From an optimization exercise on the open Yosys and OpenROAD flow, aimed at small area, a short achievable clock period and few clock cycles per item; shortcuts taken in it are not production practice. Function was checked by simulation only, so behaviour that the tests miss may differ from the original.

Design contiguous_block_allocator, start of the top module:
module contiguous_block_allocator (
  input  wire logic              clk_i,
  input  wire logic              rst_ni,
  input  wire logic              req_valid,
  output logic                   req_ready,
  input  wire logic [1:0]        req_type,
  input  wire logic [7:0]        req_handle,
  input  wire logic [19:0]       req_size_bytes,
  output logic                   rsp_valid,
  input  wire logic              rsp_ready,
  output logic [1:0]             rsp_status,
  output logic [7:0]             rsp_start_block,
  output logic [8:0]             rsp_current_usage,
  output logic [8:0]             rsp_peak_usage,
  input  wire logic              psel,
  input  wire logic              penable,
  input  wire logic              pwrite,
  input  wire logic [cba_pkg::PaddrW-1:0] paddr,
  input  wire logic [31:0]       pwdata,
  output logic [31:0]            prdata,
  output logic                   pready
);
  localparam int BsW = cba_pkg::BsW;
  logic [BsW-1:0] block_size_q, bs_eff;
  logic           bs_zero_q;
  assign pready = 1'b1;
  assign prdata = paddr[2] ? 32'd0 : {{(32-BsW){1'b0}}, block_size_q};
  assign bs_eff = {block_size_q[BsW-1:1], block_size_q[0] | bs_zero_q};
  always_ff @(posedge clk_i or negedge rst_ni) begin
    if (!rst_ni) begin
      block_size_q <= cba_pkg::BsReset;
      bs_zero_q    <= 1'b0;
    end else if (psel && penable && pwrite && !paddr[2]) begin
      block_size_q <= pwdata[BsW-1:0];
      bs_zero_q    <= (pwdata[BsW-1:0] == '0);
    end
  end
  logic        adv, f_valid, f_zero, f_big, h_valid, h_pop, n_valid;
  logic [9:0]  f_tag;
  logic [7:0]  f_q;
  logic [19:0] h_data, n_data;
  assign req_ready = adv;
  cba_front u_front (
    .clk_i   (clk_i),
    .rst_ni  (rst_ni),
    .adv_i   (adv),
    .bs_i    (bs_eff),
    .valid_i (req_valid && adv),
    .tag_i   ({req_type, req_handle}),
    .bytes_i (req_size_bytes),
    .valid_o (f_valid),
    .tag_o   (f_tag),
    .zero_o  (f_zero),
    .big_o   (f_big),
    .q_o     (f_q)
  );
  cba_queue #(.W(20)) u_queue (
    .clk_i        (clk_i),
    .rst_ni       (rst_ni),
    .push_valid_i (f_valid),
    .push_ready_o (adv),
    .push_data_i  ({f_tag, f_zero, f_big, f_q}),
  ...
Size in the first run: about 12000 cells after synthesis, roughly 140 I/O pins.
make LEC_CHECK=0 ABC_AREA=1 CAP_MARGIN=20 CORE_MARGIN=2 CORE_UTILIZATION=40 GPL_TIMING_DRIVEN=0 SETUP_SLACK_MARGIN=4.0 SLEW_MARGIN=20 SYNTH_HIERARCHICAL=1 finish   # period 10.0 ns
run.sh (not shown) runs the stock make flow with config.mk's settings and CLKGATE_MAP_FILE= SYNTH_SCRIPT=/design/flow/synth_recipe.tcl, a recipe that flattens the netlist after the stock synthesis.
Testbench counts at the start, summed over its fixed seeds: cycles 6,550, items 4,000.
Next try:
ABC_AREA = unset   (was 1)
SETUP_SLACK_MARGIN = 2.5   (was 4.0)
What happened:
- die area shrinks by 8.4%
- sequential cell count is unchanged
- setup slack got worse by 1.7 ns
- wire length is higher by 8.0%
Next try:
SETUP_SLACK_MARGIN = 3.0   (was 2.5)
- The new run completed without violations
- non-clock buffer count rose by 183
- cell count increases by 1.8%
- utilization came out higher by 2.2 points
- global-route usage came out higher by 0.46 points
- synthesized area does not change
- routed wire length went up by 1.7%
- critical path depth is higher by 3
- setup slack is better by 0.36 ns
- first-iteration DRC count rose by 1.5%
- clock skew shrinks by 0.0077 ns
- hold slack barely changes

* * *

contiguous_block_allocator again, from the RTL that the note above started with.
==> flow/config.mk <==
export PLATFORM = sky130hd
export DESIGN_NAME = contiguous_block_allocator
export DESIGN_NICKNAME = contiguous_block_allocator
export VERILOG_FILES = /design/flow/design.v
export SDC_FILE = /design/flow/constraint.sdc
export NUM_CORES = 4
export LEC_CHECK = 0
export ABC_AREA = 1
export CAP_MARGIN = 20
export CORE_MARGIN = 2
export CORE_UTILIZATION = 40
export GPL_TIMING_DRIVEN = 0
export SETUP_SLACK_MARGIN = 5.0
export SLEW_MARGIN = 20
export SYNTH_HIERARCHICAL = 1
==> flow/constraint.sdc <==
create_clock -name core_clock -period 10.0 [get_ports {clk_i}]
set_input_delay 2.0000 -clock core_clock [delete_from_list [all_inputs] [get_ports {clk_i}]]
set_output_delay 2.0000 -clock core_clock [all_outputs]
set_load 0.01 [all_outputs]
Testbench counts at the start, summed over its fixed seeds: cycles 6,550, items 4,000.
Rerun with:
--- a/flow/config.mk
+++ b/flow/config.mk
@@ -11,5 +11,4 @@
 export CORE_UTILIZATION = 40
 export GPL_TIMING_DRIVEN = 0
-export SETUP_SLACK_MARGIN = 5.0
+export SETUP_SLACK_MARGIN = 4.5
 export SLEW_MARGIN = 20
-export SYNTH_HIERARCHICAL = 1
After rerunning: Wire length climbs by a few percent; die area goes down by roughly a tenth; non-clock buffer count came out higher by 153; clock-buffer cell count goes up by 2; final area falls by a few percent; global-route usage went up by 5.4 points.
Rerun with:
--- a/flow/config.mk
+++ b/flow/config.mk
@@ -11,4 +11,4 @@
 export CORE_UTILIZATION = 40
 export GPL_TIMING_DRIVEN = 0
-export SETUP_SLACK_MARGIN = 4.5
+export SETUP_SLACK_MARGIN = 3.0
 export SLEW_MARGIN = 20
Effect: The new run completed with no timing, DRC or antenna violations. Worst setup slack gets worse by 1100 ps. Via count is lower by about 6%. Register-to-register slack degrades by 1100 ps.
Rerun with:
--- a/flow/config.mk
+++ b/flow/config.mk
@@ -9,6 +9,6 @@
 export CAP_MARGIN = 20
 export CORE_MARGIN = 2
-export CORE_UTILIZATION = 40
+export CORE_UTILIZATION = 48
 export GPL_TIMING_DRIVEN = 0
-export SETUP_SLACK_MARGIN = 3.0
+export SETUP_SLACK_MARGIN = 3.5
 export SLEW_MARGIN = 20
- design area went up by 0.79%
- worst setup slack is better by 410 ps
- non-clock buffer count grows by 50
- critical path depth decreases by 1
- worst hold slack loses 4.3 ps
- core utilization is higher by 10 points
- maximum frequency rises by 6.1%

[port drivers added, routing unchanged]
In the flow no input, the clock included, has a driving cell. The finished layouts below were timed again as built, in two steps. Step 1, drivers: a clkbuf_16 drives clk_i and a buf_2 each remaining input, both assumed. Step 2 moves the port delays by t, midway between the first and last clock arrival at a register: inputs arrive t later, outputs are due t later. That takes back most of the time a late clock gives input paths. Three values: no drivers, after step 1, after step 2; two values: the first two.
run	t, ns	setup slack, ns	hold slack, ns	latest minus earliest clock arrival (ns)
the first run of note 1	0.891	3.923 / 3.923 / 3.923	0.415 / 0.415 / 0.415	0.053 / 0.052
the second run of note 1	0.879	2.206 / 2.206 / 2.206	0.415 / 0.415 / 0.415	0.083 / 0.083
the third run of note 1	0.879	2.567 / 2.567 / 2.567	0.416 / 0.416 / 0.416	0.076 / 0.076
the first run of note 2	0.864	4.038 / 4.038 / 4.038	0.414 / 0.414 / 0.414	0.045 / 0.044
the second run of note 2	0.871	4.025 / 4.025 / 4.025	0.415 / 0.415 / 0.415	0.046 / 0.046
the third run of note 2	0.877	2.927 / 2.927 / 2.927	0.417 / 0.417 / 0.417	0.042 / 0.042
the fourth run of note 2	0.854	3.333 / 3.333 / 3.333	0.413 / 0.413 / 0.413	0.061 / 0.062
After both steps setup and hold are still met in every run listed.
